This is an optimization exercise on Yosys and OpenROAD, whose aim is small area, not a production implementation. Function not checked in this run: the RTL went through the layout flow alone.

### flow/design.v
`default_nettype none
package hsv2rgb_pkg;
  localparam int CHAN_BITS = 8;
  localparam int HUE_BITS  = 9;
endpackage
`default_nettype wire
`default_nettype none
module hsv_to_rgb_converter_unit (
  input  wire logic                                 clk,
  input  wire logic                                 rst,
  input  wire logic                                 in_valid,
  output logic                                      in_stall,
  input  wire logic [hsv2rgb_pkg::HUE_BITS-1:0]     hue,
  input  wire logic [hsv2rgb_pkg::CHAN_BITS-1:0]    saturation,
  input  wire logic [hsv2rgb_pkg::CHAN_BITS-1:0]    value,
  output logic                                      out_valid,
  input  wire logic                                 out_stall,
  output logic [hsv2rgb_pkg::CHAN_BITS-1:0]         red,
  output logic [hsv2rgb_pkg::CHAN_BITS-1:0]         green,
  output logic [hsv2rgb_pkg::CHAN_BITS-1:0]         blue,
  output logic [3*hsv2rgb_pkg::CHAN_BITS-1:0]       packed_color
);
  logic adv;
  assign adv      = !out_valid || !out_stall;
  assign in_stall = !adv;
  logic [8:0] hw;
  logic [2:0] sect;
  logic [8:0] base;
  logic [5:0] rem;
  logic [5:0] r;
  always_comb begin
    hw = (hue >= 9'd360) ? hue - 9'd360 : hue;
    if      (hw >= 9'd300) begin sect = 3'd5; base = 9'd300; end
    else if (hw >= 9'd240) begin sect = 3'd4; base = 9'd240; end
    else if (hw >= 9'd180) begin sect = 3'd3; base = 9'd180; end
    else if (hw >= 9'd120) begin sect = 3'd2; base = 9'd120; end
    else if (hw >= 9'd60)  begin sect = 3'd1; base = 9'd60;  end
    else                   begin sect = 3'd0; base = 9'd0;   end
    rem = 6'(hw - base);
    r   = sect[0] ? rem : 6'd60 - rem;
  end
  wire nz0 = (|value) & (|saturation);
  wire a0 = value[0] & saturation[0];
  wire a1 = value[0] & saturation[1];
  wire a2 = value[0] & saturation[2];
  wire a3 = value[0] & saturation[3];
  wire a4 = value[0] & saturation[4];
  wire a5 = value[0] & saturation[5];
  wire a6 = value[0] & saturation[6];
  wire a7 = value[0] & saturation[7];
  wire a8 = value[1] & saturation[0];
  wire a9 = value[1] & saturation[1];
  wire a10 = value[1] & saturation[2];
  wire a11 = value[1] & saturation[3];
  wire a12 = value[1] & saturation[4];
  wire a13 = value[1] & saturation[5];
  wire a14 = value[1] & saturation[6];
  wire a15 = value[1] & saturation[7];
  wire a16 = value[2] & saturation[0];
  wire a17 = value[2] & saturation[1];
  wire a18 = value[2] & saturation[2];
  wire a19 = value[2] & saturation[3];
  wire a20 = value[2] & saturation[4];
  wire a21 = value[2] & saturation[5];
  wire a22 = value[2] & saturation[6];
  wire a23 = value[2] & saturation[7];
  wire a24 = value[3] & saturation[0];
  wire a25 = value[3] & saturation[1];
  wire a26 = value[3] & saturation[2];
  wire a27 = value[3] & saturation[3];
  wire a28 = value[3] & saturation[4];
  wire a29 = value[3] & saturation[5];
  wire a30 = value[3] & saturation[6];
  wire a31 = value[3] & saturation[7];
  wire a32 = value[4] & saturation[0];
  wire a33 = value[4] & saturation[1];
  wire a34 = value[4] & saturation[2];
  wire a35 = value[4] & saturation[3];
  wire a36 = value[4] & saturation[4];
  wire a37 = value[4] & saturation[5];
  wire a38 = value[4] & saturation[6];
  wire a39 = value[4] & saturation[7];
  wire a40 = value[5] & saturation[0];
  wire a41 = value[5] & saturation[1];
  wire a42 = value[5] & saturation[2];
  wire a43 = value[5] & saturation[3];
  wire a44 = value[5] & saturation[4];
  wire a45 = value[5] & saturation[5];
  wire a46 = value[5] & saturation[6];
  wire a47 = value[5] & saturation[7];
  wire a48 = value[6] & saturation[0];
  wire a49 = value[6] & saturation[1];
  wire a50 = value[6] & saturation[2];
  wire a51 = value[6] & saturation[3];
  wire a52 = value[6] & saturation[4];
  wire a53 = value[6] & saturation[5];
  wire a54 = value[6] & saturation[6];
  wire a55 = value[6] & saturation[7];
  wire a56 = value[7] & saturation[0];
  wire a57 = value[7] & saturation[1];
  wire a58 = value[7] & saturation[2];
  wire a59 = value[7] & saturation[3];
  wire a60 = value[7] & saturation[4];
  wire a61 = value[7] & saturation[5];
  wire a62 = value[7] & saturation[6];
  wire a63 = value[7] & saturation[7];
  wire a64 = a6 ^ a13;
  wire a65 = a6 & a13;
  wire a66 = a7 ^ a14 ^ a21;
  wire a67 = (a7 & a14) | (a7 & a21) | (a14 & a21);
  wire a68 = a28 ^ a35;
  wire a69 = a28 & a35;
  wire a70 = a15 ^ a22 ^ a29;
  wire a71 = (a15 & a22) | (a15 & a29) | (a22 & a29);
  wire a72 = a36 ^ a43;
  wire a73 = a36 & a43;
  wire a74 = a23 ^ a30 ^ a37;
  wire a75 = (a23 & a30) | (a23 & a37) | (a30 & a37);
  wire a76 = a4 ^ a11;
  wire a77 = a4 & a11;
  wire a78 = a5 ^ a12 ^ a19;
  wire a79 = (a5 & a12) | (a5 & a19) | (a12 & a19);
  wire a80 = a26 ^ a33;
  wire a81 = a26 & a33;
  wire a82 = a20 ^ a27 ^ a34;
  wire a83 = (a20 & a27) | (a20 & a34) | (a27 & a34);
  wire a84 = a41 ^ a48 ^ a64;
  wire a85 = (a41 & a48) | (a41 & a64) | (a48 & a64);
  wire a86 = a42 ^ a49 ^ a56;
  wire a87 = (a42 & a49) | (a42 & a56) | (a49 & a56);
  wire a88 = a65 ^ a66 ^ a68;
  wire a89 = (a65 & a66) | (a65 & a68) | (a66 & a68);
  wire a90 = a50 ^ a57 ^ a67;
  wire a91 = (a50 & a57) | (a50 & a67) | (a57 & a67);
  wire a92 = a69 ^ a70 ^ a72;
  wire a93 = (a69 & a70) | (a69 & a72) | (a70 & a72);
  wire a94 = a44 ^ a51 ^ a58;
  wire a95 = (a44 & a51) | (a44 & a58) | (a51 & a58);
  wire a96 = a71 ^ a73 ^ a74;
  wire a97 = (a71 & a73) | (a71 & a74) | (a73 & a74);
  wire a98 = a31 ^ a38 ^ a45;
  wire a99 = (a31 & a38) | (a31 & a45) | (a38 & a45);
  wire a100 = a52 ^ a59 ^ a75;
  wire a101 = (a52 & a59) | (a52 & a75) | (a59 & a75);
  wire a102 = a39 ^ a46 ^ a53;
  wire a103 = (a39 & a46) | (a39 & a53) | (a46 & a53);
  wire a104 = a3 ^ a10;
  wire a105 = a3 & a10;
  wire a106 = a18 ^ a25 ^ a32;
  wire a107 = (a18 & a25) | (a18 & a32) | (a25 & a32);
  wire a108 = a40 ^ a77 ^ a78;
  wire a109 = (a40 & a77) | (a40 & a78) | (a77 & a78);
  wire a110 = a79 ^ a81 ^ a82;
  wire a111 = (a79 & a81) | (a79 & a82) | (a81 & a82);
  wire a112 = a83 ^ a85 ^ a86;
  wire a113 = (a83 & a85) | (a83 & a86) | (a85 & a86);
  wire a114 = a87 ^ a89 ^ a90;
  wire a115 = (a87 & a89) | (a87 & a90) | (a89 & a90);
  wire a116 = a91 ^ a93 ^ a94;
  wire a117 = (a91 & a93) | (a91 & a94) | (a93 & a94);
  wire a118 = a95 ^ a97 ^ a98;
  wire a119 = (a95 & a97) | (a95 & a98) | (a97 & a98);
  wire a120 = a60 ^ a99 ^ a101;
  wire a121 = (a60 & a99) | (a60 & a101) | (a99 & a101);
  wire a122 = a47 ^ a54 ^ a61;
  wire a123 = (a47 & a54) | (a47 & a61) | (a54 & a61);
  wire a124 = a2 ^ a9;
  wire a125 = a2 & a9;
  wire a126 = a17 ^ a24 ^ a104;
  wire a127 = (a17 & a24) | (a17 & a104) | (a24 & a104);
  wire a128 = a76 ^ a105 ^ a106;
  wire a129 = (a76 & a105) | (a76 & a106) | (a105 & a106);
  wire a130 = a80 ^ a107 ^ a108;
  wire a131 = (a80 & a107) | (a80 & a108) | (a107 & a108);
  wire a132 = a84 ^ a109 ^ a110;
  wire a133 = (a84 & a109) | (a84 & a110) | (a109 & a110);
  wire a134 = a88 ^ a111 ^ a112;
  wire a135 = (a88 & a111) | (a88 & a112) | (a111 & a112);
  wire a136 = a92 ^ a113 ^ a114;
  wire a137 = (a92 & a113) | (a92 & a114) | (a113 & a114);
  wire a138 = a96 ^ a115 ^ a116;
  wire a139 = (a96 & a115) | (a96 & a116) | (a115 & a116);
  wire a140 = a100 ^ a117 ^ a118;
  wire a141 = (a100 & a117) | (a100 & a118) | (a117 & a118);
  wire a142 = a102 ^ a119 ^ a120;
  wire a143 = (a102 & a119) | (a102 & a120) | (a119 & a120);
  wire a144 = a103 ^ a121 ^ a122;
  wire a145 = (a103 & a121) | (a103 & a122) | (a121 & a122);
  wire a146 = a55 ^ a62 ^ a123;
  wire a147 = (a55 & a62) | (a55 & a123) | (a62 & a123);
  wire a148 = a1 & a8;
  wire a149 = a16 & a124;
  wire a150 = a125 & a126;
  wire a151 = a127 & a128;
  wire a152 = a129 & a130;
  wire a153 = a131 & a132;
  wire a154 = a133 & a134;
  wire a155 = a135 & a136;
  wire a156 = a137 & a138;
  wire a157 = a139 & a140;
  wire a158 = a141 & a142;
  wire a159 = a143 & a144;
  wire a160 = a145 & a146;
  wire a161 = a63 & a147;
  wire a162 = a1 ^ a8;
  wire a163 = a16 ^ a124;
  wire a164 = a125 ^ a126;
  wire a165 = a127 ^ a128;
  wire a166 = a129 ^ a130;
  wire a167 = a131 ^ a132;
  wire a168 = a133 ^ a134;
  wire a169 = a135 ^ a136;
  wire a170 = a137 ^ a138;
  wire a171 = a139 ^ a140;
  wire a172 = a141 ^ a142;
  wire a173 = a143 ^ a144;
  wire a174 = a145 ^ a146;
  wire a175 = a63 ^ a147;
  wire a176 = a162 & a0;
  wire a177 = a164 & a149;
  wire a178 = a150 | a177;
  wire a179 = a164 & a163;
  wire a180 = a166 & a151;
  wire a181 = a152 | a180;
  wire a182 = a166 & a165;
  wire a183 = a168 & a153;
  wire a184 = a154 | a183;
  wire a185 = a168 & a167;
  wire a186 = a170 & a155;
  wire a187 = a156 | a186;
  wire a188 = a170 & a169;
  wire a189 = a172 & a157;
  wire a190 = a158 | a189;
  wire a191 = a172 & a171;
  wire a192 = a174 & a159;
  wire a193 = a160 | a192;
  wire a194 = a174 & a173;
  wire a195 = a163 & a148;
  wire a196 = a149 | a195;
  wire a197 = a163 & a176;
  wire a198 = a179 & a148;
  wire a199 = a178 | a198;
  wire a200 = a179 & a176;
  wire a201 = a167 & a181;
  wire a202 = a153 | a201;
  wire a203 = a167 & a182;
  wire a204 = a185 & a181;
  wire a205 = a184 | a204;
  wire a206 = a185 & a182;
  wire a207 = a171 & a187;
  wire a208 = a157 | a207;
  wire a209 = a171 & a188;
  wire a210 = a191 & a187;
  wire a211 = a190 | a210;
  wire a212 = a191 & a188;
  wire a213 = a175 & a193;
  wire a214 = a161 | a213;
  wire a215 = a175 & a194;
  wire a216 = a165 & a199;
  wire a217 = a151 | a216;
  wire a218 = a165 & a200;
  wire a219 = a182 & a199;
  wire a220 = a181 | a219;
  wire a221 = a182 & a200;
  wire a222 = a203 & a199;
  wire a223 = a202 | a222;
  wire a224 = a203 & a200;
  wire a225 = a206 & a199;
  wire a226 = a205 | a225;
  wire a227 = a206 & a200;
  wire a228 = a173 & a211;
  wire a229 = a159 | a228;
  wire a230 = a173 & a212;
  wire a231 = a194 & a211;
  wire a232 = a193 | a231;
  wire a233 = a194 & a212;
  wire a234 = a215 & a211;
  wire a235 = a214 | a234;
  wire a236 = a215 & a212;
  wire a237 = a169 & a226;
  wire a238 = a155 | a237;
  wire a239 = a169 & a227;
  wire a240 = a188 & a226;
  wire a241 = a187 | a240;
  wire a242 = a188 & a227;
  wire a243 = a209 & a226;
  wire a244 = a208 | a243;
  wire a245 = a209 & a227;
  wire a246 = a212 & a226;
  wire a247 = a211 | a246;
  wire a248 = a212 & a227;
  wire a249 = a230 & a226;
  wire a250 = a229 | a249;
  wire a251 = a230 & a227;
  wire a252 = a233 & a226;
  wire a253 = a232 | a252;
  wire a254 = a233 & a227;
  wire a255 = a236 & a226;
  wire a256 = a235 | a255;
  wire a257 = a236 & a227;
  wire a258 = a163 ^ a148;
  wire a259 = a164 ^ a196;
  wire a260 = a165 ^ a199;
  wire a261 = a166 ^ a217;
  wire a262 = a167 ^ a220;
  wire a263 = a168 ^ a223;
  wire a264 = a169 ^ a226;
  wire a265 = a170 ^ a238;
  wire a266 = a171 ^ a241;
  wire a267 = a172 ^ a244;
  wire a268 = a173 ^ a247;
  wire a269 = a174 ^ a250;
  wire a270 = a175 ^ a253;
  wire a271 = a264 & a0;
  wire a272 = a265 & a162;
  wire a273 = a266 & a258;
  wire a274 = a267 & a259;
  wire a275 = a268 & a260;
  wire a276 = a269 & a261;
  wire a277 = a270 & a262;
  wire a278 = a256 & a263;
  wire a279 = a264 ^ a0;
  wire a280 = a265 ^ a162;
  wire a281 = a266 ^ a258;
  wire a282 = a267 ^ a259;
  wire a283 = a268 ^ a260;
  wire a284 = a269 ^ a261;
  wire a285 = a270 ^ a262;
  wire a286 = a256 ^ a263;
  wire a287 = a280 & a271;
  wire a288 = a272 | a287;
  wire a289 = a280 & a279;
  wire a290 = a282 & a273;
  wire a291 = a274 | a290;
  wire a292 = a282 & a281;
  wire a293 = a284 & a275;
  wire a294 = a276 | a293;
  wire a295 = a284 & a283;
  wire a296 = a286 & a277;
  wire a297 = a278 | a296;
  wire a298 = a286 & a285;
  wire a299 = a281 & a288;
  wire a300 = a273 | a299;
  wire a301 = a281 & a289;
  wire a302 = a292 & a288;
  wire a303 = a291 | a302;
  wire a304 = a292 & a289;
  wire a305 = a285 & a294;
  wire a306 = a277 | a305;
  wire a307 = a285 & a295;
  wire a308 = a298 & a294;
  wire a309 = a297 | a308;
  wire a310 = a298 & a295;
  wire a311 = a283 & a303;
  wire a312 = a275 | a311;
  wire a313 = a283 & a304;
  wire a314 = a295 & a303;
  wire a315 = a294 | a314;
  wire a316 = a295 & a304;
  wire a317 = a307 & a303;
  wire a318 = a306 | a317;
  wire a319 = a307 & a304;
  wire a320 = a310 & a303;
  wire a321 = a309 | a320;
  wire a322 = a310 & a304;
  wire a323 = a280 ^ a271;
  wire a324 = a281 ^ a288;
  wire a325 = a282 ^ a300;
  wire a326 = a283 ^ a303;
  wire a327 = a284 ^ a312;
  wire a328 = a285 ^ a315;
  wire a329 = a286 ^ a318;
  wire a330 = ~a321;
  wire a331 = nz0 & a330;
  wire a332 = a264 & a331;
  wire a333 = a265 & a321;
  wire a334 = a264 ^ a331;
  wire a335 = a265 ^ a321;
  wire a336 = a335 & a332;
  wire a337 = a333 | a336;
  wire a338 = a335 & a334;
  wire a339 = a267 & a266;
  wire a340 = a269 & a268;
  wire a341 = a256 & a270;
  wire a342 = a266 & a337;
  wire a343 = a266 & a338;
  wire a344 = a339 & a337;
  wire a345 = a339 & a338;
  wire a346 = a270 & a340;
  wire a347 = a341 & a340;
  wire a348 = a268 & a344;
  wire a349 = a268 & a345;
  wire a350 = a340 & a344;
  wire a351 = a340 & a345;
  wire a352 = a346 & a344;
  wire a353 = a346 & a345;
  wire a354 = a347 & a344;
  wire a355 = a347 & a345;
  wire a356 = a335 ^ a332;
  wire a357 = a266 ^ a337;
  wire a358 = a267 ^ a342;
  wire a359 = a268 ^ a344;
  wire a360 = a269 ^ a348;
  wire a361 = a270 ^ a350;
  wire a362 = a256 ^ a352;
  wire a363 = ~a279;
  wire a364 = ~a323;
  wire a365 = ~a324;
  wire a366 = ~a325;
  wire a367 = ~a326;
  wire a368 = ~a327;
  wire a369 = ~a328;
  wire a370 = ~a329;
  wire a371 = a363 & a321;
  wire a372 = a364 & a321;
  wire a373 = a365 & a321;
  wire a374 = a366 & a321;
  wire a375 = a367 & a321;
  wire a376 = a368 & a321;
  wire a377 = a369 & a321;
  wire a378 = a370 & a321;
  wire a379 = a363 ^ a321;
  wire a380 = a364 ^ a321;
  wire a381 = a365 ^ a321;
  wire a382 = a366 ^ a321;
  wire a383 = a367 ^ a321;
  wire a384 = a368 ^ a321;
  wire a385 = a369 ^ a321;
  wire a386 = a370 ^ a321;
  wire a387 = a380 & a371;
  wire a388 = a372 | a387;
  wire a389 = a380 & a379;
  wire a390 = a382 & a373;
  wire a391 = a374 | a390;
  wire a392 = a382 & a381;
  wire a393 = a384 & a375;
  wire a394 = a376 | a393;
  wire a395 = a384 & a383;
  wire a396 = a386 & a377;
  wire a397 = a378 | a396;
  wire a398 = a386 & a385;
  wire a399 = a381 & a388;
  wire a400 = a373 | a399;
  wire a401 = a381 & a389;
  wire a402 = a392 & a388;
  wire a403 = a391 | a402;
  wire a404 = a392 & a389;
  wire a405 = a385 & a394;
  wire a406 = a377 | a405;
  wire a407 = a385 & a395;
  wire a408 = a398 & a394;
  wire a409 = a397 | a408;
  wire a410 = a398 & a395;
  wire a411 = a383 & a403;
  wire a412 = a375 | a411;
  wire a413 = a383 & a404;
  wire a414 = a395 & a403;
  wire a415 = a394 | a414;
  wire a416 = a395 & a404;
  wire a417 = a407 & a403;
  wire a418 = a406 | a417;
  wire a419 = a407 & a404;
  wire a420 = a410 & a403;
  wire a421 = a409 | a420;
  wire a422 = a410 & a404;
  wire a423 = a380 ^ a371;
  wire a424 = a381 ^ a388;
  wire a425 = a382 ^ a400;
  wire a426 = a383 ^ a403;
  wire a427 = a384 ^ a412;
  wire a428 = a385 ^ a415;
  wire a429 = a386 ^ a418;
  logic        valid_q1;
  logic [2:0]  sect_q1;
  logic [5:0]  r_q1;
  logic [7:0]  v_q1;
  logic [7:0]  c_q1;
  logic [7:0]  d_q1;
  always_ff @(posedge clk) begin
    if (rst) begin
      valid_q1 <= 1'b0;
    end else if (adv) begin
      valid_q1 <= in_valid;
    end
  end
  always_ff @(posedge clk) begin
    if (adv) begin
      sect_q1 <= sect;
      r_q1    <= r;
      v_q1    <= value;
      c_q1    <= {a362, a361, a360, a359, a358, a357, a356, a334};
      d_q1    <= {a429, a428, a427, a426, a425, a424, a423, a379};
    end
  end
  logic [3:0] w52;
  logic [4:0] hsum;
  wire b0 = ~c_q1[0];
  wire b1 = ~c_q1[1];
  wire b2 = ~c_q1[2];
  wire b3 = ~c_q1[3];
  wire b4 = ~c_q1[4];
  wire b5 = ~c_q1[5];
  wire b6 = ~c_q1[6];
  wire b7 = ~c_q1[7];
  wire b8 = ~(v_q1[0] ^ b0);
  wire b9 = v_q1[0] | b0;
  wire b10 = v_q1[1] ^ b1 ^ b9;
  wire b11 = (v_q1[1] & b1) | (v_q1[1] & b9) | (b1 & b9);
  wire b12 = v_q1[2] ^ b2 ^ b11;
  wire b13 = (v_q1[2] & b2) | (v_q1[2] & b11) | (b2 & b11);
  wire b14 = v_q1[3] ^ b3 ^ b13;
  wire b15 = (v_q1[3] & b3) | (v_q1[3] & b13) | (b3 & b13);
  wire b16 = v_q1[4] ^ b4 ^ b15;
  wire b17 = (v_q1[4] & b4) | (v_q1[4] & b15) | (b4 & b15);
  wire b18 = v_q1[5] ^ b5 ^ b17;
  wire b19 = (v_q1[5] & b5) | (v_q1[5] & b17) | (b5 & b17);
  wire b20 = v_q1[6] ^ b6 ^ b19;
  wire b21 = (v_q1[6] & b6) | (v_q1[6] & b19) | (b6 & b19);
  wire b22 = v_q1[7] ^ b7 ^ b21;
  wire b23 = (v_q1[7] & b7) | (v_q1[7] & b21) | (b7 & b21);
  wire b24 = c_q1[0] & r_q1[0];
  wire b25 = c_q1[0] & r_q1[1];
  wire b26 = c_q1[0] & r_q1[2];
  wire b27 = c_q1[0] & r_q1[3];
  wire b28 = c_q1[0] & r_q1[4];
  wire b29 = c_q1[0] & r_q1[5];
  wire b30 = c_q1[1] & r_q1[0];
  wire b31 = c_q1[1] & r_q1[1];
  wire b32 = c_q1[1] & r_q1[2];
  wire b33 = c_q1[1] & r_q1[3];
  wire b34 = c_q1[1] & r_q1[4];
  wire b35 = c_q1[1] & r_q1[5];
  wire b36 = c_q1[2] & r_q1[0];
  wire b37 = c_q1[2] & r_q1[1];
  wire b38 = c_q1[2] & r_q1[2];
  wire b39 = c_q1[2] & r_q1[3];
  wire b40 = c_q1[2] & r_q1[4];
  wire b41 = c_q1[2] & r_q1[5];
  wire b42 = c_q1[3] & r_q1[0];
  wire b43 = c_q1[3] & r_q1[1];
  wire b44 = c_q1[3] & r_q1[2];
  wire b45 = c_q1[3] & r_q1[3];
  wire b46 = c_q1[3] & r_q1[4];
  wire b47 = c_q1[3] & r_q1[5];
  wire b48 = c_q1[4] & r_q1[0];
  wire b49 = c_q1[4] & r_q1[1];
  wire b50 = c_q1[4] & r_q1[2];
  wire b51 = c_q1[4] & r_q1[3];
  wire b52 = c_q1[4] & r_q1[4];
  wire b53 = c_q1[4] & r_q1[5];
  wire b54 = c_q1[5] & r_q1[0];
  wire b55 = c_q1[5] & r_q1[1];
  wire b56 = c_q1[5] & r_q1[2];
  wire b57 = c_q1[5] & r_q1[3];
  wire b58 = c_q1[5] & r_q1[4];
  wire b59 = c_q1[5] & r_q1[5];
  wire b60 = c_q1[6] & r_q1[0];
  wire b61 = c_q1[6] & r_q1[1];
  wire b62 = c_q1[6] & r_q1[2];
  wire b63 = c_q1[6] & r_q1[3];
  wire b64 = c_q1[6] & r_q1[4];
  wire b65 = c_q1[6] & r_q1[5];
  wire b66 = c_q1[7] & r_q1[0];
  wire b67 = c_q1[7] & r_q1[1];
  wire b68 = c_q1[7] & r_q1[2];
  wire b69 = c_q1[7] & r_q1[3];
  wire b70 = c_q1[7] & r_q1[4];
  wire b71 = c_q1[7] & r_q1[5];
  wire b72 = b28 ^ b33;
  wire b73 = b28 & b33;
  wire b74 = b29 ^ b34 ^ b39;
  wire b75 = (b29 & b34) | (b29 & b39) | (b34 & b39);
  wire b76 = b44 ^ b49;
  wire b77 = b44 & b49;
  wire b78 = b35 ^ b40 ^ b45;
  wire b79 = (b35 & b40) | (b35 & b45) | (b40 & b45);
  wire b80 = b50 ^ b55 ^ b60;
  wire b81 = (b50 & b55) | (b50 & b60) | (b55 & b60);
  wire b82 = b41 ^ b46 ^ b51;
  wire b83 = (b41 & b46) | (b41 & b51) | (b46 & b51);
  wire b84 = b56 ^ b61 ^ b66;
  wire b85 = (b56 & b61) | (b56 & b66) | (b61 & b66);
  wire b86 = b47 ^ b52 ^ b57;
  wire b87 = (b47 & b52) | (b47 & b57) | (b52 & b57);
  wire b88 = b62 ^ b67;
  wire b89 = b62 & b67;
  wire b90 = b53 ^ b58 ^ b63;
  wire b91 = (b53 & b58) | (b53 & b63) | (b58 & b63);
  wire b92 = b27 ^ b32;
  wire b93 = b27 & b32;
  wire b94 = b38 ^ b43 ^ b48;
  wire b95 = (b38 & b43) | (b38 & b48) | (b43 & b48);
  wire b96 = b54 ^ b73 ^ b74;
  wire b97 = (b54 & b73) | (b54 & b74) | (b73 & b74);
  wire b98 = b75 ^ b77 ^ b78;
  wire b99 = (b75 & b77) | (b75 & b78) | (b77 & b78);
  wire b100 = b79 ^ b81 ^ b82;
  wire b101 = (b79 & b81) | (b79 & b82) | (b81 & b82);
  wire b102 = b83 ^ b85 ^ b86;
  wire b103 = (b83 & b85) | (b83 & b86) | (b85 & b86);
  wire b104 = b68 ^ b87 ^ b89;
  wire b105 = (b68 & b87) | (b68 & b89) | (b87 & b89);
  wire b106 = b59 ^ b64 ^ b69;
  wire b107 = (b59 & b64) | (b59 & b69) | (b64 & b69);
  wire b108 = b26 ^ b31;
  wire b109 = b26 & b31;
  wire b110 = b37 ^ b42 ^ b92;
  wire b111 = (b37 & b42) | (b37 & b92) | (b42 & b92);
  wire b112 = b72 ^ b93 ^ b94;
  wire b113 = (b72 & b93) | (b72 & b94) | (b93 & b94);
  wire b114 = b76 ^ b95 ^ b96;
  wire b115 = (b76 & b95) | (b76 & b96) | (b95 & b96);
  wire b116 = b80 ^ b97 ^ b98;
  wire b117 = (b80 & b97) | (b80 & b98) | (b97 & b98);
  wire b118 = b84 ^ b99 ^ b100;
  wire b119 = (b84 & b99) | (b84 & b100) | (b99 & b100);
  wire b120 = b88 ^ b101 ^ b102;
  wire b121 = (b88 & b101) | (b88 & b102) | (b101 & b102);
  wire b122 = b90 ^ b103 ^ b104;
  wire b123 = (b90 & b103) | (b90 & b104) | (b103 & b104);
  wire b124 = b91 ^ b105 ^ b106;
  wire b125 = (b91 & b105) | (b91 & b106) | (b105 & b106);
  wire b126 = b65 ^ b70 ^ b107;
  wire b127 = (b65 & b70) | (b65 & b107) | (b70 & b107);
  wire b128 = b25 & b30;
  wire b129 = b36 & b108;
  wire b130 = b109 & b110;
  wire b131 = b111 & b112;
  wire b132 = b113 & b114;
  wire b133 = b115 & b116;
  wire b134 = b117 & b118;
  wire b135 = b119 & b120;
  wire b136 = b121 & b122;
  wire b137 = b123 & b124;
  wire b138 = b125 & b126;
  wire b139 = b71 & b127;
  wire b140 = b25 ^ b30;
  wire b141 = b36 ^ b108;
  wire b142 = b109 ^ b110;
  wire b143 = b111 ^ b112;
  wire b144 = b113 ^ b114;
  wire b145 = b115 ^ b116;
  wire b146 = b117 ^ b118;
  wire b147 = b119 ^ b120;
  wire b148 = b121 ^ b122;
  wire b149 = b123 ^ b124;
  wire b150 = b125 ^ b126;
  wire b151 = b71 ^ b127;
  wire b152 = b140 & b24;
  wire b153 = b142 & b129;
  wire b154 = b130 | b153;
  wire b155 = b142 & b141;
  wire b156 = b144 & b131;
  wire b157 = b132 | b156;
  wire b158 = b144 & b143;
  wire b159 = b146 & b133;
  wire b160 = b134 | b159;
  wire b161 = b146 & b145;
  wire b162 = b148 & b135;
  wire b163 = b136 | b162;
  wire b164 = b148 & b147;
  wire b165 = b150 & b137;
  wire b166 = b138 | b165;
  wire b167 = b150 & b149;
  wire b168 = b155 & b128;
  wire b169 = b154 | b168;
  wire b170 = b155 & b152;
  wire b171 = b161 & b157;
  wire b172 = b160 | b171;
  wire b173 = b161 & b158;
  wire b174 = b167 & b163;
  wire b175 = b166 | b174;
  wire b176 = b167 & b164;
  wire b177 = b173 & b169;
  wire b178 = b172 | b177;
  wire b179 = b173 & b170;
  wire b180 = b176 & b178;
  wire b181 = b175 | b180;
  wire b182 = b176 & b179;
  wire b183 = b158 & b169;
  wire b184 = b157 | b183;
  wire b185 = b158 & b170;
  wire b186 = b164 & b178;
  wire b187 = b163 | b186;
  wire b188 = b164 & b179;
  wire b189 = b141 & b128;
  wire b190 = b129 | b189;
  wire b191 = b141 & b152;
  wire b192 = b143 & b169;
  wire b193 = b131 | b192;
  wire b194 = b143 & b170;
  wire b195 = b145 & b184;
  wire b196 = b133 | b195;
  wire b197 = b145 & b185;
  wire b198 = b147 & b178;
  wire b199 = b135 | b198;
  wire b200 = b147 & b179;
  wire b201 = b149 & b187;
  wire b202 = b137 | b201;
  wire b203 = b149 & b188;
  wire b204 = b151 & b181;
  wire b205 = b139 | b204;
  wire b206 = b151 & b182;
  wire b207 = b141 ^ b128;
  wire b208 = b142 ^ b190;
  wire b209 = b143 ^ b169;
  wire b210 = b144 ^ b193;
  wire b211 = b145 ^ b184;
  wire b212 = b146 ^ b196;
  wire b213 = b147 ^ b178;
  wire b214 = b148 ^ b199;
  wire b215 = b149 ^ b187;
  wire b216 = b150 ^ b202;
  wire b217 = b151 ^ b181;
  wire b218 = b211 & b207;
  wire b219 = b212 & b208;
  wire b220 = b213 & b209;
  wire b221 = b214 & b210;
  wire b222 = b211 ^ b207;
  wire b223 = b212 ^ b208;
  wire b224 = b213 ^ b209;
  wire b225 = b214 ^ b210;
  wire b226 = b223 & b218;
  wire b227 = b219 | b226;
  wire b228 = b223 & b222;
  wire b229 = b225 & b220;
  wire b230 = b221 | b229;
  wire b231 = b225 & b224;
  wire b232 = b216 & b215;
  wire b233 = b205 & b217;
  wire b234 = b231 & b227;
  wire b235 = b230 | b234;
  wire b236 = b231 & b228;
  wire b237 = b233 & b232;
  wire b238 = b237 & b235;
  wire b239 = b237 & b236;
  wire b240 = b232 & b235;
  wire b241 = b232 & b236;
  wire b242 = b224 & b227;
  wire b243 = b220 | b242;
  wire b244 = b224 & b228;
  wire b245 = b215 & b235;
  wire b246 = b215 & b236;
  wire b247 = b217 & b240;
  wire b248 = b217 & b241;
  wire b249 = b223 ^ b218;
  wire b250 = b224 ^ b227;
  wire b251 = b225 ^ b243;
  wire b252 = b215 ^ b235;
  wire b253 = b216 ^ b245;
  wire b254 = b217 ^ b240;
  wire b255 = b205 ^ b247;
  wire b256 = b252 & b222;
  wire b257 = b253 & b249;
  wire b258 = b254 & b250;
  wire b259 = b255 & b251;
  wire b260 = b252 ^ b222;
  wire b261 = b253 ^ b249;
  wire b262 = b254 ^ b250;
  wire b263 = b255 ^ b251;
  wire b264 = b261 & b256;
  wire b265 = b257 | b264;
  wire b266 = b261 & b260;
  wire b267 = b263 & b258;
  wire b268 = b259 | b267;
  wire b269 = b263 & b262;
  wire b270 = b269 & b265;
  wire b271 = b268 | b270;
  wire b272 = b269 & b266;
  wire b273 = b262 & b265;
  wire b274 = b258 | b273;
  wire b275 = b262 & b266;
  wire b276 = b261 ^ b256;
  wire b277 = b262 ^ b265;
  wire b278 = b263 ^ b274;
  wire b279 = v_q1[4] ^ b211;
  wire b280 = v_q1[4] & b211;
  wire b281 = v_q1[5] ^ b212 ^ b208;
  wire b282 = (v_q1[5] & b212) | (v_q1[5] & b208) | (b212 & b208);
  wire b283 = v_q1[6] ^ b213 ^ b209;
  wire b284 = (v_q1[6] & b213) | (v_q1[6] & b209) | (b213 & b209);
  wire b285 = v_q1[7] ^ b214 ^ b210;
  wire b286 = (v_q1[7] & b214) | (v_q1[7] & b210) | (b214 & b210);
  wire b287 = v_q1[0] & b207;
  wire b288 = v_q1[1] & b208;
  wire b289 = v_q1[2] & b209;
  wire b290 = v_q1[3] & b210;
  wire b291 = b207 & b279;
  wire b292 = b280 & b281;
  wire b293 = b282 & b283;
  wire b294 = b284 & b285;
  wire b295 = v_q1[0] ^ b207;
  wire b296 = v_q1[1] ^ b208;
  wire b297 = v_q1[2] ^ b209;
  wire b298 = v_q1[3] ^ b210;
  wire b299 = b207 ^ b279;
  wire b300 = b280 ^ b281;
  wire b301 = b282 ^ b283;
  wire b302 = b284 ^ b285;
  wire b303 = b296 & b287;
  wire b304 = b288 | b303;
  wire b305 = b296 & b295;
  wire b306 = b298 & b289;
  wire b307 = b290 | b306;
  wire b308 = b298 & b297;
  wire b309 = b300 & b291;
  wire b310 = b292 | b309;
  wire b311 = b300 & b299;
  wire b312 = b302 & b293;
  wire b313 = b294 | b312;
  wire b314 = b302 & b301;
  wire b315 = b308 & b304;
  wire b316 = b307 | b315;
  wire b317 = b308 & b305;
  wire b318 = b314 & b310;
  wire b319 = b313 | b318;
  wire b320 = b314 & b311;
  wire b321 = b320 & b316;
  wire b322 = b319 | b321;
  wire b323 = b320 & b317;
  wire b324 = b311 & b316;
  wire b325 = b310 | b324;
  wire b326 = b311 & b317;
  wire b327 = b297 & b304;
  wire b328 = b289 | b327;
  wire b329 = b297 & b305;
  wire b330 = b299 & b316;
  wire b331 = b291 | b330;
  wire b332 = b299 & b317;
  wire b333 = b301 & b325;
  wire b334 = b293 | b333;
  wire b335 = b301 & b326;
  wire b336 = b296 ^ b287;
  wire b337 = b297 ^ b304;
  wire b338 = b298 ^ b328;
  wire b339 = b299 ^ b316;
  wire b340 = b300 ^ b331;
  wire b341 = b301 ^ b325;
  wire b342 = b302 ^ b334;
  wire b343 = d_q1[0] & r_q1[0];
  wire b344 = d_q1[0] & r_q1[1];
  wire b345 = d_q1[0] & r_q1[2];
  wire b346 = d_q1[0] & r_q1[3];
  wire b347 = d_q1[0] & r_q1[4];
  wire b348 = d_q1[0] & r_q1[5];
  wire b349 = d_q1[1] & r_q1[0];
  wire b350 = d_q1[1] & r_q1[1];
  wire b351 = d_q1[1] & r_q1[2];
  wire b352 = d_q1[1] & r_q1[3];
  wire b353 = d_q1[1] & r_q1[4];
  wire b354 = d_q1[1] & r_q1[5];
  wire b355 = d_q1[2] & r_q1[0];
  wire b356 = d_q1[2] & r_q1[1];
  wire b357 = d_q1[2] & r_q1[2];
  wire b358 = d_q1[2] & r_q1[3];
  wire b359 = d_q1[2] & r_q1[4];
  wire b360 = d_q1[2] & r_q1[5];
  wire b361 = d_q1[3] & r_q1[0];
  wire b362 = d_q1[3] & r_q1[1];
  wire b363 = d_q1[3] & r_q1[2];
  wire b364 = d_q1[3] & r_q1[3];
  wire b365 = d_q1[3] & r_q1[4];
  wire b366 = d_q1[3] & r_q1[5];
  wire b367 = d_q1[4] & r_q1[0];
  wire b368 = d_q1[4] & r_q1[1];
  wire b369 = d_q1[4] & r_q1[2];
  wire b370 = d_q1[4] & r_q1[3];
  wire b371 = d_q1[4] & r_q1[4];
  wire b372 = d_q1[4] & r_q1[5];
  wire b373 = d_q1[5] & r_q1[0];
  wire b374 = d_q1[5] & r_q1[1];
  wire b375 = d_q1[5] & r_q1[2];
  wire b376 = d_q1[5] & r_q1[3];
  wire b377 = d_q1[5] & r_q1[4];
  wire b378 = d_q1[5] & r_q1[5];
  wire b379 = d_q1[6] & r_q1[0];
  wire b380 = d_q1[6] & r_q1[1];
  wire b381 = d_q1[6] & r_q1[2];
  wire b382 = d_q1[6] & r_q1[3];
  wire b383 = d_q1[6] & r_q1[4];
  wire b384 = d_q1[6] & r_q1[5];
  wire b385 = d_q1[7] & r_q1[0];
  wire b386 = d_q1[7] & r_q1[1];
  wire b387 = d_q1[7] & r_q1[2];
  wire b388 = d_q1[7] & r_q1[3];
  wire b389 = d_q1[7] & r_q1[4];
  wire b390 = d_q1[7] & r_q1[5];
  wire b391 = b347 ^ b352;
  wire b392 = b347 & b352;
  wire b393 = b348 ^ b353 ^ b358;
  wire b394 = (b348 & b353) | (b348 & b358) | (b353 & b358);
  wire b395 = b363 ^ b368;
  wire b396 = b363 & b368;
  wire b397 = b354 ^ b359 ^ b364;
  wire b398 = (b354 & b359) | (b354 & b364) | (b359 & b364);
  wire b399 = b369 ^ b374 ^ b379;
  wire b400 = (b369 & b374) | (b369 & b379) | (b374 & b379);
  wire b401 = b360 ^ b365 ^ b370;
  wire b402 = (b360 & b365) | (b360 & b370) | (b365 & b370);
  wire b403 = b375 ^ b380 ^ b385;
  wire b404 = (b375 & b380) | (b375 & b385) | (b380 & b385);
  wire b405 = b366 ^ b371 ^ b376;
  wire b406 = (b366 & b371) | (b366 & b376) | (b371 & b376);
  wire b407 = b381 ^ b386;
  wire b408 = b381 & b386;
  wire b409 = b372 ^ b377 ^ b382;
  wire b410 = (b372 & b377) | (b372 & b382) | (b377 & b382);
  wire b411 = b346 ^ b351;
  wire b412 = b346 & b351;
  wire b413 = b357 ^ b362 ^ b367;
  wire b414 = (b357 & b362) | (b357 & b367) | (b362 & b367);
  wire b415 = b373 ^ b392 ^ b393;
  wire b416 = (b373 & b392) | (b373 & b393) | (b392 & b393);
  wire b417 = b394 ^ b396 ^ b397;
  wire b418 = (b394 & b396) | (b394 & b397) | (b396 & b397);
  wire b419 = b398 ^ b400 ^ b401;
  wire b420 = (b398 & b400) | (b398 & b401) | (b400 & b401);
  wire b421 = b402 ^ b404 ^ b405;
  wire b422 = (b402 & b404) | (b402 & b405) | (b404 & b405);
  wire b423 = b387 ^ b406 ^ b408;
  wire b424 = (b387 & b406) | (b387 & b408) | (b406 & b408);
  wire b425 = b378 ^ b383 ^ b388;
  wire b426 = (b378 & b383) | (b378 & b388) | (b383 & b388);
  wire b427 = b345 ^ b350;
  wire b428 = b345 & b350;
  wire b429 = b356 ^ b361 ^ b411;
  wire b430 = (b356 & b361) | (b356 & b411) | (b361 & b411);
  wire b431 = b391 ^ b412 ^ b413;
  wire b432 = (b391 & b412) | (b391 & b413) | (b412 & b413);
  wire b433 = b395 ^ b414 ^ b415;
  wire b434 = (b395 & b414) | (b395 & b415) | (b414 & b415);
  wire b435 = b399 ^ b416 ^ b417;
  wire b436 = (b399 & b416) | (b399 & b417) | (b416 & b417);
  wire b437 = b403 ^ b418 ^ b419;
  wire b438 = (b403 & b418) | (b403 & b419) | (b418 & b419);
  wire b439 = b407 ^ b420 ^ b421;
  wire b440 = (b407 & b420) | (b407 & b421) | (b420 & b421);
  wire b441 = b409 ^ b422 ^ b423;
  wire b442 = (b409 & b422) | (b409 & b423) | (b422 & b423);
  wire b443 = b410 ^ b424 ^ b425;
  wire b444 = (b410 & b424) | (b410 & b425) | (b424 & b425);
  wire b445 = b384 ^ b389 ^ b426;
  wire b446 = (b384 & b389) | (b384 & b426) | (b389 & b426);
  wire b447 = b344 & b349;
  wire b448 = b355 & b427;
  wire b449 = b428 & b429;
  wire b450 = b430 & b431;
  wire b451 = b432 & b433;
  wire b452 = b434 & b435;
  wire b453 = b436 & b437;
  wire b454 = b438 & b439;
  wire b455 = b440 & b441;
  wire b456 = b442 & b443;
  wire b457 = b444 & b445;
  wire b458 = b390 & b446;
  wire b459 = b344 ^ b349;
  wire b460 = b355 ^ b427;
  wire b461 = b428 ^ b429;
  wire b462 = b430 ^ b431;
  wire b463 = b432 ^ b433;
  wire b464 = b434 ^ b435;
  wire b465 = b436 ^ b437;
  wire b466 = b438 ^ b439;
  wire b467 = b440 ^ b441;
  wire b468 = b442 ^ b443;
  wire b469 = b444 ^ b445;
  wire b470 = b390 ^ b446;
  wire b471 = b459 & b343;
  wire b472 = b461 & b448;
  wire b473 = b449 | b472;
  wire b474 = b461 & b460;
  wire b475 = b463 & b450;
  wire b476 = b451 | b475;
  wire b477 = b463 & b462;
  wire b478 = b465 & b452;
  wire b479 = b453 | b478;
  wire b480 = b465 & b464;
  wire b481 = b467 & b454;
  wire b482 = b455 | b481;
  wire b483 = b467 & b466;
  wire b484 = b469 & b456;
  wire b485 = b457 | b484;
  wire b486 = b469 & b468;
  wire b487 = b460 & b447;
  wire b488 = b448 | b487;
  wire b489 = b460 & b471;
  wire b490 = b474 & b447;
  wire b491 = b473 | b490;
  wire b492 = b474 & b471;
  wire b493 = b464 & b476;
  wire b494 = b452 | b493;
  wire b495 = b464 & b477;
  wire b496 = b480 & b476;
  wire b497 = b479 | b496;
  wire b498 = b480 & b477;
  wire b499 = b468 & b482;
  wire b500 = b456 | b499;
  wire b501 = b468 & b483;
  wire b502 = b486 & b482;
  wire b503 = b485 | b502;
  wire b504 = b486 & b483;
  wire b505 = b462 & b491;
  wire b506 = b450 | b505;
  wire b507 = b462 & b492;
  wire b508 = b477 & b491;
  wire b509 = b476 | b508;
  wire b510 = b477 & b492;
  wire b511 = b495 & b491;
  wire b512 = b494 | b511;
  wire b513 = b495 & b492;
  wire b514 = b498 & b491;
  wire b515 = b497 | b514;
  wire b516 = b498 & b492;
  wire b517 = b470 & b503;
  wire b518 = b458 | b517;
  wire b519 = b470 & b504;
  wire b520 = b466 & b515;
  wire b521 = b454 | b520;
  wire b522 = b466 & b516;
  wire b523 = b483 & b515;
  wire b524 = b482 | b523;
  wire b525 = b483 & b516;
  wire b526 = b501 & b515;
  wire b527 = b500 | b526;
  wire b528 = b501 & b516;
  wire b529 = b504 & b515;
  wire b530 = b503 | b529;
  wire b531 = b504 & b516;
  wire b532 = b519 & b515;
  wire b533 = b518 | b532;
  wire b534 = b519 & b516;
  wire b535 = b460 ^ b447;
  wire b536 = b461 ^ b488;
  wire b537 = b462 ^ b491;
  wire b538 = b463 ^ b506;
  wire b539 = b464 ^ b509;
  wire b540 = b465 ^ b512;
  wire b541 = b466 ^ b515;
  wire b542 = b467 ^ b521;
  wire b543 = b468 ^ b524;
  wire b544 = b469 ^ b527;
  wire b545 = b470 ^ b530;
  wire b546 = b343 & b541;
  wire b547 = b459 & b542;
  wire b548 = b535 & b543;
  wire b549 = b536 & b544;
  wire b550 = b537 & b545;
  wire b551 = b538 & b533;
  wire b552 = b343 ^ b541;
  wire b553 = b459 ^ b542;
  wire b554 = b535 ^ b543;
  wire b555 = b536 ^ b544;
  wire b556 = b537 ^ b545;
  wire b557 = b538 ^ b533;
  wire b558 = b546 | b552;
  wire b559 = b553 & b558;
  wire b560 = b547 | b559;
  wire b561 = b553 & b552;
  wire b562 = b555 & b548;
  wire b563 = b549 | b562;
  wire b564 = b555 & b554;
  wire b565 = b557 & b550;
  wire b566 = b551 | b565;
  wire b567 = b557 & b556;
  wire b568 = b540 & b539;
  wire b569 = b554 & b560;
  wire b570 = b548 | b569;
  wire b571 = b554 & b561;
  wire b572 = b564 & b560;
  wire b573 = b563 | b572;
  wire b574 = b564 & b561;
  wire b575 = b539 & b566;
  wire b576 = b539 & b567;
  wire b577 = b568 & b566;
  wire b578 = b568 & b567;
  wire b579 = b556 & b573;
  wire b580 = b550 | b579;
  wire b581 = b556 & b574;
  wire b582 = b567 & b573;
  wire b583 = b566 | b582;
  wire b584 = b567 & b574;
  wire b585 = b576 & b573;
  wire b586 = b575 | b585;
  wire b587 = b576 & b574;
  wire b588 = b578 & b573;
  wire b589 = b577 | b588;
  wire b590 = b578 & b574;
  wire b591 = ~b552;
  wire b592 = b553 ^ b558;
  wire b593 = b554 ^ b560;
  wire b594 = b555 ^ b570;
  wire b595 = b556 ^ b573;
  wire b596 = b557 ^ b580;
  wire b597 = b539 ^ b583;
  wire b598 = b540 ^ b586;
  wire b599 = b541 & b589;
  wire b600 = b541 ^ b589;
  wire b601 = b542 & b599;
  wire b602 = b542 & b600;
  wire b603 = b544 & b543;
  wire b604 = b533 & b545;
  wire b605 = b543 & b601;
  wire b606 = b543 & b602;
  wire b607 = b603 & b601;
  wire b608 = b603 & b602;
  wire b609 = b545 & b607;
  wire b610 = b545 & b608;
  wire b611 = b604 & b607;
  wire b612 = b604 & b608;
  wire b613 = b542 ^ b599;
  wire b614 = b543 ^ b601;
  wire b615 = b544 ^ b605;
  wire b616 = b545 ^ b607;
  wire b617 = b533 ^ b609;
  wire b618 = ~b600;
  wire b619 = ~b613;
  wire b620 = ~b614;
  wire b621 = ~b615;
  wire b622 = ~b616;
  wire b623 = ~b617;
  wire b624 = b24 & b618;
  wire b625 = b140 & b619;
  wire b626 = w52[0] & b620;
  wire b627 = w52[1] & b621;
  wire b628 = w52[2] & b622;
  wire b629 = w52[3] & b623;
  wire b630 = b24 ^ b618;
  wire b631 = b140 ^ b619;
  wire b632 = w52[0] ^ b620;
  wire b633 = w52[1] ^ b621;
  wire b634 = w52[2] ^ b622;
  wire b635 = w52[3] ^ b623;
  wire b636 = b631 & b624;
  wire b637 = b625 | b636;
  wire b638 = b631 & b630;
  wire b639 = b633 & b626;
  wire b640 = b627 | b639;
  wire b641 = b633 & b632;
  wire b642 = b635 & b628;
  wire b643 = b629 | b642;
  wire b644 = b635 & b634;
  wire b645 = b632 & b637;
  wire b646 = b626 | b645;
  wire b647 = b632 & b638;
  wire b648 = b641 & b637;
  wire b649 = b640 | b648;
  wire b650 = b641 & b638;
  wire b651 = b634 & b649;
  wire b652 = b628 | b651;
  wire b653 = b634 & b650;
  wire b654 = b644 & b649;
  wire b655 = b643 | b654;
  wire b656 = b644 & b650;
  wire b657 = b631 ^ b624;
  wire b658 = b632 ^ b637;
  wire b659 = b633 ^ b646;
  wire b660 = b634 ^ b649;
  wire b661 = b635 ^ b652;
  assign hsum   = {b271, b278, b277, b276, b260};
  assign w52    = (hsum >= 5'd15) ? 4'(hsum - 5'd15) : hsum[3:0];
  logic [2:0] sect_q2;
  logic [7:0] v_q2;
  logic [7:0] p_q2;
  logic [7:0] a_q2;
  logic [3:0] w52_q2;
  logic       bit_q2;
  always_ff @(posedge clk) begin
    if (rst) begin
      out_valid <= 1'b0;
    end else if (adv) begin
      out_valid <= valid_q1;
    end
  end
  always_ff @(posedge clk) begin
    if (adv) begin
      sect_q2 <= sect_q1;
      v_q2    <= v_q1;
      p_q2    <= {b22, b20, b18, b16, b14, b12, b10, b8};
      a_q2    <= {b342, b341, b340, b339, b338, b337, b336, b295};
      w52_q2  <= w52;
      bit_q2  <= b655;
    end
  end
  logic [7:0] x;
  wire o0 = ~w52_q2[0];
  wire o1 = ~w52_q2[1];
  wire o2 = ~w52_q2[2];
  wire o3 = ~w52_q2[3];
  wire o4 = ~w52_q2[0];
  wire o5 = ~w52_q2[1];
  wire o6 = ~w52_q2[2];
  wire o7 = ~w52_q2[3];
  wire o8 = ~bit_q2;
  wire o9 = a_q2[0] & o0;
  wire o10 = a_q2[1] & o1;
  wire o11 = a_q2[2] & o2;
  wire o12 = a_q2[3] & o3;
  wire o13 = a_q2[4] & o4;
  wire o14 = a_q2[5] & o5;
  wire o15 = a_q2[6] & o6;
  wire o16 = a_q2[7] & o7;
  wire o17 = a_q2[0] ^ o0;
  wire o18 = a_q2[1] ^ o1;
  wire o19 = a_q2[2] ^ o2;
  wire o20 = a_q2[3] ^ o3;
  wire o21 = a_q2[4] ^ o4;
  wire o22 = a_q2[5] ^ o5;
  wire o23 = a_q2[6] ^ o6;
  wire o24 = a_q2[7] ^ o7;
  wire o25 = o17 & o8;
  wire o26 = o9 | o25;
  wire o27 = o18 & o26;
  wire o28 = o10 | o27;
  wire o29 = o18 & o17;
  wire o30 = o20 & o11;
  wire o31 = o12 | o30;
  wire o32 = o20 & o19;
  wire o33 = o22 & o13;
  wire o34 = o14 | o33;
  wire o35 = o22 & o21;
  wire o36 = o24 & o15;
  wire o37 = o16 | o36;
  wire o38 = o24 & o23;
  wire o39 = o32 & o28;
  wire o40 = o31 | o39;
  wire o41 = o32 & o29;
  wire o42 = o38 & o34;
  wire o43 = o37 | o42;
  wire o44 = o38 & o35;
  wire o45 = o44 & o40;
  wire o46 = o43 | o45;
  wire o47 = o44 & o41;
  wire o48 = o35 & o40;
  wire o49 = o34 | o48;
  wire o50 = o35 & o41;
  wire o51 = o19 & o28;
  wire o52 = o11 | o51;
  wire o53 = o19 & o29;
  wire o54 = o21 & o40;
  wire o55 = o13 | o54;
  wire o56 = o21 & o41;
  wire o57 = o23 & o49;
  wire o58 = o15 | o57;
  wire o59 = o23 & o50;
  wire o60 = o17 ^ o8;
  wire o61 = o18 ^ o26;
  wire o62 = o19 ^ o28;
  wire o63 = o20 ^ o52;
  wire o64 = o21 ^ o40;
  wire o65 = o22 ^ o55;
  wire o66 = o23 ^ o49;
  wire o67 = o24 ^ o58;
  assign x = {o67, o66, o65, o64, o63, o62, o61, o60};
  always_comb begin
    case (sect_q2)
      3'd0:    begin red = v_q2; green = x;    blue = p_q2; end
      3'd1:    begin red = x;    green = v_q2; blue = p_q2; end
      3'd2:    begin red = p_q2; green = v_q2; blue = x;    end
      3'd3:    begin red = p_q2; green = x;    blue = v_q2; end
      3'd4:    begin red = x;    green = p_q2; blue = v_q2; end
      default: begin red = v_q2; green = p_q2; blue = x;    end
    endcase
  end
  assign packed_color = {red, green, blue};
endmodule
`default_nettype wire
### flow/flow/run.sh
#!/bin/bash
# Layout flow: the standard flow with two changes to synthesis and one
# to placement.
#  - Synthesis: Yosys's synth runs without its quick ABC pass (-noabc), so
#    the full adders written in the RTL reach extract_fa without inverted
#    polarities, and the final ABC mapping uses flow/area.abc (area-oriented
#    mapping). Registers, their names and cell types are unchanged.
#  - Ports are buffered with sky130_fd_sc_hd__buf_1, and the buffers that
#    synthesis puts between outputs sharing a net are buf_1 too.
# Each tool's output goes to the ORFS logs under orfs/logs; make's output to
# standard.log.
set -euo pipefail
WORK=$PWD
FLOW=$WORK/flow
{
  echo 'proc synth {args} { yosys synth -nofsm -noshare -noabc {*}$args }'
  echo 'proc abc {args} {'
  echo '  set i [lsearch $args -script]'
  echo "  if { \$i >= 0 } { set args [lreplace \$args \$i [expr {\$i + 1}] -script $FLOW/area.abc] }"
  echo '  yosys abc {*}$args'
  echo '}'
  tail -n +2 synth_recipe.tcl
} > my_synth.tcl
bash standard.sh SYNTH_SCRIPT=$WORK/my_synth.tcl \
  "BUFFER_PORTS_ARGS=-buffer_cell sky130_fd_sc_hd__buf_1" \
  "MIN_BUF_CELL_AND_PORTS=sky130_fd_sc_hd__buf_1 A X" finish > standard.log 2>&1
### flow/flow/area.abc
strash
dch -f
amap
topo
### flow/standard.sh
#!/bin/bash
# synth_recipe.tcl (not shown) runs the flow's synth.tcl, then flattens the netlist and writes it again
# the make line also repeats each setting of config.mk as NAME=value (left out here)
make -C /OpenROAD-flow-scripts/flow DESIGN_CONFIG=/design/flow/config.mk WORK_HOME=/design/flow/orfs CLKGATE_MAP_FILE= SYNTH_SCRIPT=/design/flow/synth_recipe.tcl "${@:-finish}"
### flow/config.mk
export PLATFORM = sky130hd
export DESIGN_NAME = hsv_to_rgb_converter_unit
export DESIGN_NICKNAME = hsv_to_rgb_converter_unit
export VERILOG_FILES = /design/flow/design.v
export SDC_FILE = /design/flow/constraint.sdc
export NUM_CORES = 4
export LEC_CHECK = 0
export ABC_AREA = 1
export CAP_MARGIN = 20
export CORE_MARGIN = 2
export CORE_UTILIZATION = 75
export CTS_BUF_LIST = sky130_fd_sc_hd__clkbuf_2 sky130_fd_sc_hd__clkbuf_4 sky130_fd_sc_hd__clkbuf_8
export SLEW_MARGIN = 20
### flow/constraint.sdc
create_clock -name core_clock -period 7.5 [get_ports {clk}]
set_input_delay 1.5000 -clock core_clock [delete_from_list [all_inputs] [get_ports {clk}]]
set_output_delay 1.5000 -clock core_clock [all_outputs]
set_load 0.01 [all_outputs]
==> qor.yml <==
seq_area_um2: 1990
top_layer: "met4"
hold_path_class: "flip-flop to flip-flop"
fp.dieH_um: 112
worstPathArrival_ps: 7680
core_um2: 11400
maxSlewViolCount: 0
wirelength_um: 24000
drc_errors: 0
crit_type: "input pin to flip-flop"
die_area_um2: 12600
fillCellCount: 541
syn_avg_cell_area_um2: 9.13
gp_congestion: 0.952
grt_max_degree: 68
setup_viol: 3
start_kind: "input pin"
synth_flop_cell: "edfxtp_1"
syn_area_um2: 8760
synth.area.top_cells: "fa_1 28%, edfxtp_1 22%, ha_1 16%"
grt_pass1_vias: 7693
so_faults: "setup timing"
antenna_found_initial: 0
wl_per_cell_um: 19.3
htree_levels: 3
clk_latency_ps: 390
mostFrequentLayoutCells: "227 x nor2_1, 119 x fa_1, 116 x clkinv_1, 105 x ha_1, 75 x buf_4"
met1_length_um: 8530
period_needed_ps: 7550
slew_headroom_pct: 38.1
tightestPinTransition_ps: 919
yosysTopAreaCell: "fa_1"
ant_nets: 0
clockBufferDepth: 2
finalWorstSetupSlack_ps: -45.6
numPortBuffers: 78
vias: 7814
critPathSlowestCell: "fa_1"
viasPerCell: 6.27
syn_nets: 1221
syn-instance-count: 959
stdcell_count: 1247
clk_pin_slew_ps: 80
clock-root-buffer: "clkbuf_8"
ys_types: 34
hold_viol: 0
diodes: 0
crit_path_max_fanout: 6
setup-tns-final_ps: -98.7
first_pass_iters: 6
nets: 1361
initial_core_util_pct: 76.7
place_inst: 1222
crit_path_max_incr_delay_ps: 620
final_common_cell: "nor2_1"
seq_area_frac_synth_pct: 22.7
hpwl_um: 16900
whs_ps: 422
startpoint: "saturation[4]"
cts_sinks: 67
hp-start: "sect_q1[2]"
timing.final.crit_share_pct: 101
synth_top_area_share_pct: 27.9
cp-end-kind: "flip-flop"
drive_gt1_share_pct: 13.9
rows: 39
drt_iter0_drc: 646
syn2layout_area_growth_pct: 16.5
wl_met2_um: 12200
wl_met3_um: 1770
ys_ff_latch: 67
ioPinCount: 79
grt_pass1_wl_um: 35000
async_flop_share_pct: 0
status: "failed layout checks"
cts_made_buffers: 9
grt-ovfl-total: 0
fmaxAchievable_mhz: 133
multiInputGateArea_um2: 6410
r2r-start: "r_q1[5]"
cts_tree: "done"
yosysWarnings: 1
pre_cts_ws_ps: -265
skew_ps: 16.9
die_w_um: 112
required_ps: 7640
cap_violations: 0
rsz0062_at_grt: "yes"
synth_edf_count: 65
grt_usage_pct: 35.3
## cell type report
cell class | instances | share of cell area (%)
Clock buffer | 9 | 1.21
Clock inverter | 7 | 0.760
Sequential cell | 67 | 19.5
Tap cell | 143 | 1.75
Multi-Input combinational cell | 736 | 62.8
Timing Repair Buffer | 154 | 8.83
Inverter | 131 | 5.10
## worst paths after layout
| kind | end | slack, ps | depth (start not counted) |
|---|---|---|---|
| setup / recovery | d_q1[5] | -50 | 33 |
| hold / removal | sect_q2[2] | 420 | 0 |
| setup reg to reg | bit_q2 | 370 | 29 |
| hold reg to reg | sect_q2[2] | 420 | 0 |
## critical path: cells and delay by family
kind	cells	cell delay (ps)
adders and majority gates	7	2820
and+or+nand+nor	10	1000
AOI/OAI and AO/OA	10	1780
buffers and inverters	6	570
## routing by layer
layer / GRT usage (%) / vias to the layer above
li1: - / 3483
met1: 41.6 / 3724
met2: 64.0 / 475
met3: 4.59 / 132
met4: 17.9 / 0
met5: 0 / -
## timing repair
item	CTS	global route
setup buffers	0	9
endpoints found under the setup margin	0	12
hold endpoints to repair	0	0
resized for setup	0	81
hold buffers	0	0
## sequential cells by signal (all words and copies together) (netlist names)
register,cells
v_q1,8
p_q2,8
bit_q2,1
valid_q1,1
sect_q1,3
sect_q2,3
c_q1,8
out_valid,1
w52_q2,4
a_q2,8
r_q1,6
d_q1,8
v_q2,8
## cell families (layout without fill, tap and decap cells)
logic type	Yosys count	in the layout	synth area share, %
AO/OA/AOI/OAI	182	182	12.3
XOR/XNOR	2	2	0.200
flip-flops	67	67	22.7
adder cells (fa/ha/maj)	233	233	43.7
AND/OR/NAND/NOR	319	319	14.3
buffers and inverters	156	301	6.68
## synthesized netlist by cell type (all sizes together) (14+ instances only)
master,count
o21ai,51
nand2,48
nand3,14
buf,25
o22a,23
nor2,239
a21oi,75
edfxtp,65
fa,122
ha,111
clkinv,131
## per-stage QoR
step / area [um^2] / util (%)
floorplan: 8810 / -
global placement: 9690 / 84.9
detailed placement: 9690 / 84.9
CTS: 9890 / 86.6
global route: 10200 / 89.3
finish: 10200 / 89.3

-- port drivers added, routing unchanged --
In the flow no input, the clock included, has a driving cell. The finished layout below was timed again as built, in two steps. Step 1 assumes that a clkbuf_16 drives the clock port and a buf_2 every other input. Step 2 also shifts input and output timing later by t, the mid clock arrival at the registers, as if the neighbouring blocks saw the same clock. Slacks: no drivers / after step 1 / after step 2; pairs: no drivers / after step 1.
t (ns): 0.414
slack for setup (ns): -0.046 / -0.058 / -0.472
worst hold slack (ns): 0.422 / 0.422 / 0.422
worst setup path after step 2: input to register
For this run, drivers alone change the setup slack by -0.012 ns; drivers and shift together by -0.426 ns.
